Background: an optimization exercise with open tools, aiming at small area, a short achievable clock period and few clock cycles per item. Do not read the settings as production practice.
Function not checked in this run: the RTL went through the layout flow alone.

`config.mk`:
```
export PLATFORM = sky130hd
export DESIGN_NAME = sw_core
export DESIGN_NICKNAME = sw_core
export VERILOG_FILES = /design/flow/design.v
export SDC_FILE = /design/flow/constraint.sdc
export NUM_CORES = 4
export LEC_CHECK = 0
export ABC_AREA = 1
export CAP_MARGIN = 20
export CORE_MARGIN = 2
export CORE_UTILIZATION = 40
export SLEW_MARGIN = 20
```
`constraint.sdc`:
```
create_clock -name core_clock -period 13.0 [get_ports {clk}]
set_input_delay 2.6000 -clock core_clock [delete_from_list [all_inputs] [get_ports {clk}]]
set_output_delay 2.6000 -clock core_clock [all_outputs]
set_load 0.01 [all_outputs]
```
`design.v`:
```
`default_nettype none
package sw_pkg;
    localparam int REF_MAX_LEN  = 16;
    localparam int READ_MAX_LEN = 8;
    localparam int SW           = 6;
endpackage
`default_nettype wire
`timescale 1ns/1ps
`default_nettype none
module sw_seq_loader (
    input  logic        clk,
    input  logic        rst,
    input  logic        i_valid,
    input  logic [31:0] i_ref_seq,
    input  logic [15:0] i_read_seq,
    input  logic [4:0]  i_ref_len,
    input  logic [3:0]  i_read_len,
    input  logic        i_credit_ok,
    output logic        o_ready,
    output logic        o_start,
    output logic [7:0]  o_match,
    output logic [3:0]  o_read_len,
    output logic        o_first,
    output logic        o_last
);
    logic       run;
    logic [3:0] cnt;
    logic       active;
    logic [1:0] ref_base;
    assign o_start  = !run && i_valid && i_credit_ok;
    assign active   = run || o_start;
    assign ref_base = i_ref_seq[2*cnt +: 2];
    always_ff @(posedge clk or posedge rst) begin
        if (rst) begin
            run     <= 1'b0;
            cnt     <= '0;
            o_ready <= 1'b0;
            o_last  <= 1'b0;
        end else begin
            o_last  <= active && ({1'b0, cnt} + 5'd1 == i_ref_len);
            o_ready <= active && !o_ready && ({1'b0, cnt} + 5'd2 >= i_ref_len);
            if (o_ready) begin
                run <= 1'b0;
                cnt <= '0;
            end else if (active) begin
                run <= 1'b1;
                cnt <= cnt + 4'd1;
            end
        end
    end
    always_ff @(posedge clk) begin
        o_first <= o_start;
        for (int r = 0; r < sw_pkg::READ_MAX_LEN; r++) begin
            o_match[r] <= (ref_base == i_read_seq[2*r +: 2]);
        end
        o_read_len <= i_read_len;
    end
endmodule
`default_nettype wire
`timescale 1ns/1ps
`default_nettype none
module sw_pe #(
    parameter int ROW = 0
) (
    input  logic       i_first,
    input  logic       i_match,
    input  logic [5:0] i_left_ht,
    input  logic [5:0] i_left_e,
    input  logic [5:0] i_diag_ht,
    output logic [5:0] o_e,
    output logic [5:0] o_key,
    output logic [5:0] o_self
);
    function automatic logic gt(input logic [5:0] a, input logic [5:0] b);
        logic g;
        g = 1'b0;
        for (int i = 0; i < 6; i++) begin
            g = (a[i] & ~b[i]) | (a[i] & g) | (~b[i] & g);
        end
        gt = g;
    endfunction
    function automatic logic [5:0] subsat(input logic [5:0] a, input int k);
        subsat = (int'(a) > k) ? 6'(int'(a) - k) : 6'd0;
    endfunction
    logic [5:0] a;
    logic [5:0] b;
    logic [5:0] d;
    logic [5:0] a2;
    logic [5:0] b2;
    logic [5:0] d2;
    logic [5:0] a4;
    logic [5:0] b4;
    logic [5:0] d4;
    logic       a_pos;
    logic       b_pos;
    logic       d_pos;
    logic       a_gt_b;
    logic       d_top;
    logic       s_d;
    logic       s_a;
    logic       s_b;
    assign a_pos = (i_left_e != 6'd0);
    assign b_pos = (int'(i_left_ht) > ROW + 7);
    assign a  = a_pos ? 6'(int'(i_left_e) - 1) : 6'd0;
    assign b  = b_pos ? 6'(int'(i_left_ht) - ROW - 7) : 6'd0;
    assign a2 = a_pos ? 6'(int'(i_left_e) + ROW + 1) : 6'(ROW + 2);
    assign b2 = b_pos ? 6'(int'(i_left_ht) - 5) : 6'(ROW + 2);
    assign a4 = a_pos ? 6'(int'(i_left_e) + ROW + 3) : 6'(ROW + 4);
    assign b4 = b_pos ? 6'(int'(i_left_ht) - 3) : 6'(ROW + 4);
    generate
        if (ROW == 0) begin : g_top
            assign d_pos = 1'b0;
            assign d  = i_match ? 6'd5 : 6'd0;
            assign d2 = i_match ? 6'd7 : 6'd2;
            assign d4 = i_match ? 6'd9 : 6'd4;
        end else begin : g_below
            assign d_pos = (int'(i_diag_ht) > ROW + 5);
            assign d  = i_match ? 6'(int'(i_diag_ht) - ROW + 2)
                      : (d_pos ? 6'(int'(i_diag_ht) - ROW - 5) : 6'd0);
            assign d2 = i_match ? 6'(int'(i_diag_ht) + 4)
                      : (d_pos ? 6'(int'(i_diag_ht) - 3) : 6'(ROW + 2));
            assign d4 = i_match ? 6'(int'(i_diag_ht) + 6)
                      : (d_pos ? 6'(int'(i_diag_ht) - 1) : 6'(ROW + 4));
        end
    endgenerate
    assign a_gt_b = gt(a, b);
    assign d_top  = !gt(a, d) && !gt(b, d);
    assign s_d    = !i_first && d_top;
    assign s_a    = !i_first && !d_top && a_gt_b;
    assign s_b    = !i_first && !d_top && !a_gt_b;
    assign o_e    = ({6{!i_first &&  a_gt_b}} & a) | ({6{!i_first && !a_gt_b}} & b);
    assign o_key  = ({6{s_d}} & d2) | ({6{s_a}} & a2) | ({6{s_b}} & b2)
                  | ({6{i_first}} & (i_match ? 6'(ROW + 7) : 6'(ROW + 2)));
    assign o_self = ({6{s_d}} & d4) | ({6{s_a}} & a4) | ({6{s_b}} & b4)
                  | ({6{i_first}} & (i_match ? 6'(ROW + 9) : 6'(ROW + 4)));
endmodule
`default_nettype wire
`timescale 1ns/1ps
`default_nettype none
module sw_pe_array (
    input  logic        clk,
    input  logic        rst,
    input  logic [7:0]  i_match,
    input  logic        i_first,
    input  logic        i_last,
    output logic [47:0] o_ht,
    output logic        o_first,
    output logic        o_last
);
    localparam int N = sw_pkg::READ_MAX_LEN;
    function automatic logic gt(input logic [5:0] a, input logic [5:0] b);
        logic g;
        g = 1'b0;
        for (int i = 0; i < 6; i++) begin
            g = (a[i] & ~b[i]) | (a[i] & g) | (~b[i] & g);
        end
        gt = g;
    endfunction
    function automatic logic [5:0] max2(input logic [5:0] a, input logic [5:0] b);
        max2 = gt(b, a) ? b : a;
    endfunction
    function automatic logic [5:0] max3(input logic [5:0] a, input logic [5:0] b,
                                        input logic [5:0] c);
        logic ab;
        logic ac;
        logic bc;
        ab = !gt(b, a);
        ac = !gt(c, a);
        bc = !gt(c, b);
        max3 = ({6{ab && ac}} & a) | ({6{!ab && bc}} & b) | ({6{!ac && !bc}} & c);
    endfunction
    function automatic logic [5:0] max4(input logic [5:0] a, input logic [5:0] b,
                                        input logic [5:0] c, input logic [5:0] d);
        logic ab;
        logic ac;
        logic ad;
        logic bc;
        logic bd;
        logic cd;
        ab = !gt(b, a);
        ac = !gt(c, a);
        ad = !gt(d, a);
        bc = !gt(c, b);
        bd = !gt(d, b);
        cd = !gt(d, c);
        max4 = ({6{ab && ac && ad}} & a) | ({6{!ab && bc && bd}} & b)
             | ({6{!ac && !bc && cd}} & c) | ({6{!ad && !bd && !cd}} & d);
    endfunction
    function automatic int ht_bits(input int r);
        ht_bits = $clog2(6 * r + 10);
    endfunction
    function automatic int e_bits(input int r);
        e_bits = $clog2(5 * r + 3);
    endfunction
    logic [5:0] ht   [0:N-1];
    logic [5:0] e    [0:N-1];
    logic [5:0] e_n  [0:N-1];
    logic [5:0] key  [0:N-1];
    logic [5:0] self [0:N-1];
    logic [5:0] ht_n [0:N-1];
    generate
        for (genvar r = 0; r < N; r++) begin : g_row
            localparam int HB = ht_bits(r);
            localparam int EB = e_bits(r);
            logic [HB-1:0] ht_q;
            logic [EB-1:0] e_q;
            logic [5:0]    diag;
            assign ht[r] = 6'(ht_q);
            assign e[r]  = 6'(e_q);
            if (r == 0) begin : g_top
                assign diag = '0;
            end else begin : g_below
                assign diag = ht[r-1];
            end
            sw_pe #(.ROW(r)) pe_inst (
                .i_first   (i_first),
                .i_match   (i_match[r]),
                .i_left_ht (ht[r]),
                .i_left_e  (e[r]),
                .i_diag_ht (diag),
                .o_e       (e_n[r]),
                .o_key     (key[r]),
                .o_self    (self[r])
            );
            always_ff @(posedge clk) begin
                ht_q <= HB'(ht_n[r]);
                e_q  <= EB'(e_n[r]);
            end
        end
    endgenerate
    logic [5:0] m0123;
    logic [5:0] m45;
    logic [5:0] m456;
    assign m0123 = max4(key[0], key[1], key[2], key[3]);
    assign m45   = max2(key[4], key[5]);
    assign m456  = max3(key[4], key[5], key[6]);
    assign ht_n[0] = self[0];
    assign ht_n[1] = max2(self[1], key[0]);
    assign ht_n[2] = max3(self[2], key[0], key[1]);
    assign ht_n[3] = max4(self[3], key[0], key[1], key[2]);
    assign ht_n[4] = max2(self[4], m0123);
    assign ht_n[5] = max3(self[5], m0123, key[4]);
    assign ht_n[6] = max3(self[6], m0123, m45);
    assign ht_n[7] = max3(self[7], m0123, m456);
    always_ff @(posedge clk or posedge rst) begin
        if (rst) begin
            o_last <= 1'b0;
        end else begin
            o_last <= i_last;
        end
    end
    always_ff @(posedge clk) begin
        o_first <= i_first;
    end
    generate
        for (genvar r = 0; r < N; r++) begin : g_out
            assign o_ht[6*r +: 6] = ht[r];
        end
    endgenerate
endmodule
`default_nettype wire
`timescale 1ns/1ps
`default_nettype none
module sw_max_select (
    input  logic        clk,
    input  logic        rst,
    input  logic        i_start,
    input  logic [47:0] i_ht,
    input  logic [3:0]  i_read_len,
    input  logic        i_first,
    input  logic        i_last,
    input  logic        i_ready,
    output logic        o_credit_ok,
    output logic        o_valid,
    output logic [9:0]  o_score,
    output logic [2:0]  o_row,
    output logic [3:0]  o_column
);
    localparam int N = sw_pkg::READ_MAX_LEN;
    function automatic logic gt(input logic [5:0] a, input logic [5:0] b);
        logic g;
        g = 1'b0;
        for (int i = 0; i < 6; i++) begin
            g = (a[i] & ~b[i]) | (a[i] & g) | (~b[i] & g);
        end
        gt = g;
    endfunction
    function automatic logic gt9(input logic [8:0] a, input logic [8:0] b);
        logic g;
        g = 1'b0;
        for (int i = 0; i < 9; i++) begin
            g = (a[i] & ~b[i]) | (a[i] & g) | (~b[i] & g);
        end
        gt9 = g;
    endfunction
    logic [7:0] row_en;
    always_ff @(posedge clk) begin
        for (int r = 0; r < N; r++) begin
            row_en[r] <= (4'(r) < i_read_len);
        end
    end
    logic [5:0] h [0:N-1];
    generate
        for (genvar r = 0; r < N; r++) begin : g_h
            assign h[r] = row_en[r] ? 6'(i_ht[6*r +: 6] - 6'(r + 4)) : 6'd0;
        end
    endgenerate
    logic [5:0] g_max [0:1];
    logic [1:0] g_idx [0:1];
    generate
        for (genvar g = 0; g < 2; g++) begin : g_half
            logic [5:0] v [0:3];
            logic [3:0] w;
            for (genvar i = 0; i < 4; i++) begin : g_v
                assign v[i] = h[4*g + i];
            end
            assign w[0] = !gt(v[1], v[0]) && !gt(v[2], v[0]) && !gt(v[3], v[0]);
            assign w[1] =  gt(v[1], v[0]) && !gt(v[2], v[1]) && !gt(v[3], v[1]);
            assign w[2] =  gt(v[2], v[0]) &&  gt(v[2], v[1]) && !gt(v[3], v[2]);
            assign w[3] =  gt(v[3], v[0]) &&  gt(v[3], v[1]) &&  gt(v[3], v[2]);
            assign g_max[g] = ({6{w[0]}} & v[0]) | ({6{w[1]}} & v[1])
                            | ({6{w[2]}} & v[2]) | ({6{w[3]}} & v[3]);
            assign g_idx[g] = {w[2] | w[3], w[1] | w[3]};
        end
    endgenerate
    logic [5:0] cmax;
    logic [2:0] crow;
    logic lo;
    assign lo   = gt(g_max[1], g_max[0]);
    assign cmax = lo ? g_max[1] : g_max[0];
    assign crow = {lo, lo ? g_idx[1] : g_idx[0]};
    logic [5:0]  c_max;
    logic [2:0]  c_row;
    logic        c_first;
    logic        c_last;
    always_ff @(posedge clk or posedge rst) begin
        if (rst) begin
            c_last <= 1'b0;
        end else begin
            c_last <= i_last;
        end
    end
    always_ff @(posedge clk) begin
        c_max   <= cmax;
        c_row   <= crow;
        c_first <= i_first;
    end
    logic [5:0]  b_score;
    logic [2:0]  b_row;
    logic [3:0]  b_col;
    logic        b_full;
    logic [3:0]  col;
    logic        win;
    logic [12:0] n_best;
    assign win    = c_first || gt9({c_max, ~c_row}, {b_score, ~b_row});
    assign n_best = win ? {c_max, c_row, (c_first ? 4'd0 : col)} : {b_score, b_row, b_col};
    logic        take;
    logic        out_free;
    logic [1:0]  inflight;
    logic [12:0] o_data;
    assign take        = o_valid && i_ready;
    assign out_free    = !o_valid || take;
    assign o_credit_ok = !inflight[1] || take;
    always_ff @(posedge clk or posedge rst) begin
        if (rst) begin
            inflight <= '0;
            o_valid  <= 1'b0;
            b_full   <= 1'b0;
        end else begin
            inflight <= inflight + 2'(i_start) - 2'(take);
            if (b_full) begin
                if (out_free) begin
                    o_valid <= 1'b1;
                    b_full  <= 1'b0;
                end
            end else if (c_last) begin
                if (out_free) begin
                    o_valid <= 1'b1;
                end else begin
                    b_full <= 1'b1;
                end
            end else if (take) begin
                o_valid <= 1'b0;
            end
        end
    end
    always_ff @(posedge clk) begin
        col <= c_first ? 4'd1 : col + 4'd1;
        if (!b_full) begin
            {b_score, b_row, b_col} <= n_best;
        end
        if (out_free) begin
            o_data <= b_full ? {b_score, b_row, b_col} : n_best;
        end
    end
    assign o_score  = {4'd0, o_data[12:7]};
    assign o_row    = o_data[6:4];
    assign o_column = o_data[3:0];
endmodule
`default_nettype wire
`timescale 1ns/1ps
`default_nettype none
module sw_core (
    input  logic        clk,
    input  logic        rst,
    input  logic        i_valid,
    input  logic [31:0] i_ref_seq,
    input  logic [15:0] i_read_seq,
    input  logic [4:0]  i_ref_len,
    input  logic [3:0]  i_read_len,
    input  logic        i_ready,
    output logic        o_ready,
    output logic        o_valid,
    output logic [9:0]  o_score,
    output logic [2:0]  o_row,
    output logic [3:0]  o_column
);
    logic        credit_ok;
    logic        start;
    logic [7:0]  match;
    logic [3:0]  c_read_len;
    logic        c_first;
    logic        c_last;
    logic [47:0] ht;
    logic        h_first;
    logic        h_last;
    sw_seq_loader loader_inst (
        .clk         (clk),
        .rst         (rst),
        .i_valid     (i_valid),
        .i_ref_seq   (i_ref_seq),
        .i_read_seq  (i_read_seq),
        .i_ref_len   (i_ref_len),
        .i_read_len  (i_read_len),
        .i_credit_ok (credit_ok),
        .o_ready     (o_ready),
        .o_start     (start),
        .o_match     (match),
        .o_read_len  (c_read_len),
        .o_first     (c_first),
        .o_last      (c_last)
    );
    sw_pe_array array_inst (
        .clk      (clk),
        .rst      (rst),
        .i_match  (match),
        .i_first  (c_first),
        .i_last   (c_last),
        .o_ht     (ht),
        .o_first  (h_first),
        .o_last   (h_last)
    );
    sw_max_select select_inst (
        .clk         (clk),
        .rst         (rst),
        .i_start     (start),
        .i_ht        (ht),
        .i_read_len  (c_read_len),
        .i_first     (h_first),
        .i_last      (h_last),
        .i_ready     (i_ready),
        .o_credit_ok (credit_ok),
        .o_valid     (o_valid),
        .o_score     (o_score),
        .o_row       (o_row),
        .o_column    (o_column)
    );
endmodule
`default_nettype wire
```
`run.sh`:
```
#!/bin/bash
# synth_recipe.tcl (not shown) runs the flow's synth.tcl, then flattens the netlist and writes it again
# the make line also repeats each setting of config.mk as NAME=value (left out here)
make -C /OpenROAD-flow-scripts/flow DESIGN_CONFIG=/design/flow/config.mk WORK_HOME=/design/flow/orfs CLKGATE_MAP_FILE= SYNTH_SCRIPT=/design/flow/synth_recipe.tcl finish
```
==> key figures <==
Placed design
  • DP Wirelength: between 50,000 and 60,000 um
  • I/O Buffers: 75
  • Setup Slack @ Placement: ~7.3 ns
  • Cell Count Post-Placement: between 4k and 5k
  • Final GP Congestion: between 0.9 and 1

Route
  • DR pass1 iterations: 5
  • DRC Markers: 0
  • WL/cell: between 15 and 20 um
  • Antenna Violating Nets Remaining: 0
  • Post-Route WL: between 70,000 and 80,000 um
  • DR vias: roughly 24k
  • Drt via density: about 5.3
  • Violation count after the first detailed-route iteration: a little over 2k

Floorplanning
  • Die H: between 200 and 250 um
  • Initial Util: 40.6%
  • I/O Pins: 80
  • Core area: between 50,000 and 60,000 sq um
  • Site row count: between 80 and 90
  • Die Wd: 238 um
  • Die area: 56,700 sq um

Critical path
  • Required @ worst endpoint: approximately 13 ns
  • Setup slack, reg-to-reg: roughly 7.1 ns
  • Crit-path max FO: 15
  • R2r startpoint: array_inst.g_row[4].ht_q[0]$_DFF_P_
  • Kind of end point of the critical path: register
  • Critical Path Most Common Cell: nand2_1
  • Crit Path Category: reg -> reg
  • RR Endpoint: array_inst.g_row[6].ht_q[5]$_DFF_P_
  • Slowest cell delay on critical path: slightly above 0.6 ns
  • R2R depth: 38
  • Worst path arrival time: roughly 6.3 ns
  • Delay-heaviest family, CP: simple AND/OR/NAND/NOR gates
  • Slowest-stage cell, CP: dfxtp_1
  • Worst setup SP type: register
  • Buf+Inv Stages, Crit Path: 8

Timing
  • RSZ-0062 raised after global routing: no
  • Final period util: a little under half
  • Min Tclk post-route: 5.88 ns
  • Setup Viol. Count Final: 0
  • Clock Skew: 0.0130 ns
  • Final Hold Fails: 0
  • Slew headroom: about a quarter
  • Worst-Margin Slew: ~1.1 ns
  • Worst setup margin: between 7 and 8 ns
  • Worst hold slack: about 0.33 ns
  • Max Fclk: 170 MHz
  • Max Slew Vio Count: 0
  • Setup TNS: 0 ns

Hold path
  • HP Start: array_inst.o_first$_DFF_P_
  • Hold endpoint: select_inst.c_first$_DFF_P_
  • Hold depth: 0
  • Hold WC Path Type: reg -> reg

Layout
  • Final #Nets: 4,069
  • Antenna Cells: 0
  • Layout cell share with drive strength beyond 1: between 6 and 7%
  • Fin cells: between 4k and 5k
  • Commonest non-fill, non-tap cell in the layout: nand2_1
  • Area Growth Syn to Fin: 8.75%
  • Highest-count cells in the layout ignoring fill and taps: 1,125 x nand2_1, 543 x inv_1, 363 x nor2_1, 355 x nand3_1, 238 x o21ai_0
  • Layout fillers: around 6k

Run
  • MaxCap Viol Count: 0

Logic synthesis
  • Prevailing post-synth register cell: dfxtp_1
  • Share of the synthesized area in the top cell type: about a fifth
  • Post-synth EDFFs: 26
  • Synth top area cells: nand2_1 19%, dfxtp_1 10%, ha_1 9.4%, inv_1 9.3%, nand3_1 8.1%
  • Sequential fraction of the synthesis area: 15.5%
  • Cell area after synthesis: around 22,000 sq um
  • Synth area leader: nand2_1
  • Register bit total from synthesis: roughly 150
  • Unique masters post-synth: 71
  • Mean post-synth cell area: about 5.8 sq um
  • Cells after Synth: roughly 3.8k
  • Async SR Flop Fraction: between 8 and 9%
  • Synth warn: 25

CTS
  • Clk buf depth: 2
  • Worst-path clk slew: 0.08 ns
  • Worst-Skew Late Latency: roughly 0.5 ns
  • CTS tree: yes
  • CTS buffer count: 17
  • Setup Buffers After CTS: 0
  • CTS Hold Bufs: 0
  • Clock root cell: clkbuf_16
  • PostCTS Resize Cnt: 0
  • H-tree depth: 4
  • CTS Sinks: approximately 150

GRT
  • Total GRT Usage: approximately a quarter
  • Grt total ovfl: 0
  • Vias in the first global route: approximately 22k
  • Pin count of the biggest net entering global routing: slightly above 40
  • First-pass GRT wire length: around 120,000 um
  • Initial antenna violation count: 0

Status
  • Status: complete, no violations
## sequential cells by signal, indices dropped and copies added (netlist names), 2 cells and up
signal                  flops
array_inst.g_row.ht_q      42
select_inst.inflight        2
loader_inst.o_match         8
select_inst.b_row           3
select_inst.o_data         13
loader_inst.cnt             4
select_inst.b_col           4
select_inst.c_max           6
select_inst.col             4
array_inst.g_row.e_q       36
select_inst.row_en          8
select_inst.c_row           3
select_inst.b_score         6
loader_inst.o_read_len      4
## final cells by class
class / count / area [sq um] / share of cell area (%)
well taps: 696 / 871 / 3.65
multi-input cells: 2991 / 15900 / 66.7
inverters: 601 / 2270 / 9.50
clock buffers: 17 / 425 / 1.78
flip-flops and latches: 153 / 3390 / 14.2
clock inverters: 15 / 211 / 0.887
repair buffers: 80 / 788 / 3.31
## synthesized netlist by cell type (23+ instances only)
master    instances
nand2_1        1125
inv_1           543
nor2_1          363
nand3_1         355
o21ai_0         238
ha_1            164
dfxtp_1         114
a21oi_1         111
o22ai_1          94
nand4_1          73
xor2_1           60
nand2_2          55
inv_2            48
xnor2_1          36
nor3_1           32
o221ai_1         28
edfxtp_1         26
nor2_2           26
o21ai_1          26
o211ai_1         23
## worst max path at each step
stage	start	to	slack [ns]	depth (start not counted)
6_report	array_inst.g_row[4].ht_q[0]$_DFF_P_	array_inst.g_row[6].ht_q[5]$_DFF_P_	7.12	38
3_3_place_gp	array_inst.g_row[4].ht_q[0]$_DFF_P_	array_inst.g_row[6].ht_q[1]$_DFF_P_	7.22	38
5_1_grt	array_inst.g_row[4].ht_q[0]$_DFF_P_	array_inst.g_row[6].ht_q[0]$_DFF_P_	6.47	38
4_1_cts	array_inst.g_row[4].ht_q[0]$_DFF_P_	array_inst.g_row[6].ht_q[5]$_DFF_P_	7.25	38
2_1_floorplan	array_inst.g_row[4].ht_q[0]$_DFF_P_	array_inst.g_row[6].ht_q[5]$_DFF_P_	8.73	40
3_5_place_dp	array_inst.g_row[4].ht_q[0]$_DFF_P_	array_inst.g_row[6].ht_q[5]$_DFF_P_	7.28	38
## worst reg2reg max path, delay by kind of cell, from the launching register on
family          cells  cell delay (ns)
simple gates       23             2.75
compound gates      5             1.18
fa+ha+maj           2             0.48
flops               1             0.61
buf+inv             8             0.74
## cells by family after synthesis
group | share of synthesized area (%)
DFF | 15.5
adders and majority gates | 9.59
buffers and inverters | 12.1
xor gates and xnor gates | 4.03
AOI/OAI and AO/OA | 16.6
and+or+nand+nor | 42.2
other | 0.0171
## metrics by stage
step           cell area (sq um)  utilization (%)
6_report                   23800             44.1
5_1_grt                    23800             44.1
4_1_cts                    23800             44.1
3_5_place_dp               23200             43.0
3_3_place_gp               23200             43.0
2_1_floorplan              21900                -
## layer usage
| metal | vias to the layer above | GRT usage, % | share of wire (%) |
|---|---|---|---|
| met2 | 679 | 42.1 | 45 |
| li1 | 12436 | - | - |
| met4 | 0 | 8.98 | 2.8 |
| met3 | 105 | 2.76 | 5.2 |
| met5 | - | 0 | 0 |
| met1 | 11032 | 35.1 | 47 |

## static timing again, ports no longer ideal
How much do the figures lean on ideal ports? The routed layout below was timed once more, with nothing changed but the port constraints. Step 1 assumes that a clkbuf_16 drives the clock port and a buf_2 every other input. Step 2, shift: input delay + t, output delay - t, t = (earliest + latest rising clock arrival at the registers) / 2. This alone moves slack from input paths to output paths. Slacks: ideal ports / drivers / drivers and shift; pairs: ideal ports / drivers.
t, ns: 0.551
setup WS [ns]: 7.119 / 7.119 / 7.119
worst register clock-pin slew, ns: 0.08 / 0.08
After both steps this run still meets setup and hold. For this run, drivers alone change the setup slack by 0.000 ns; drivers and shift together by 0.000 ns.
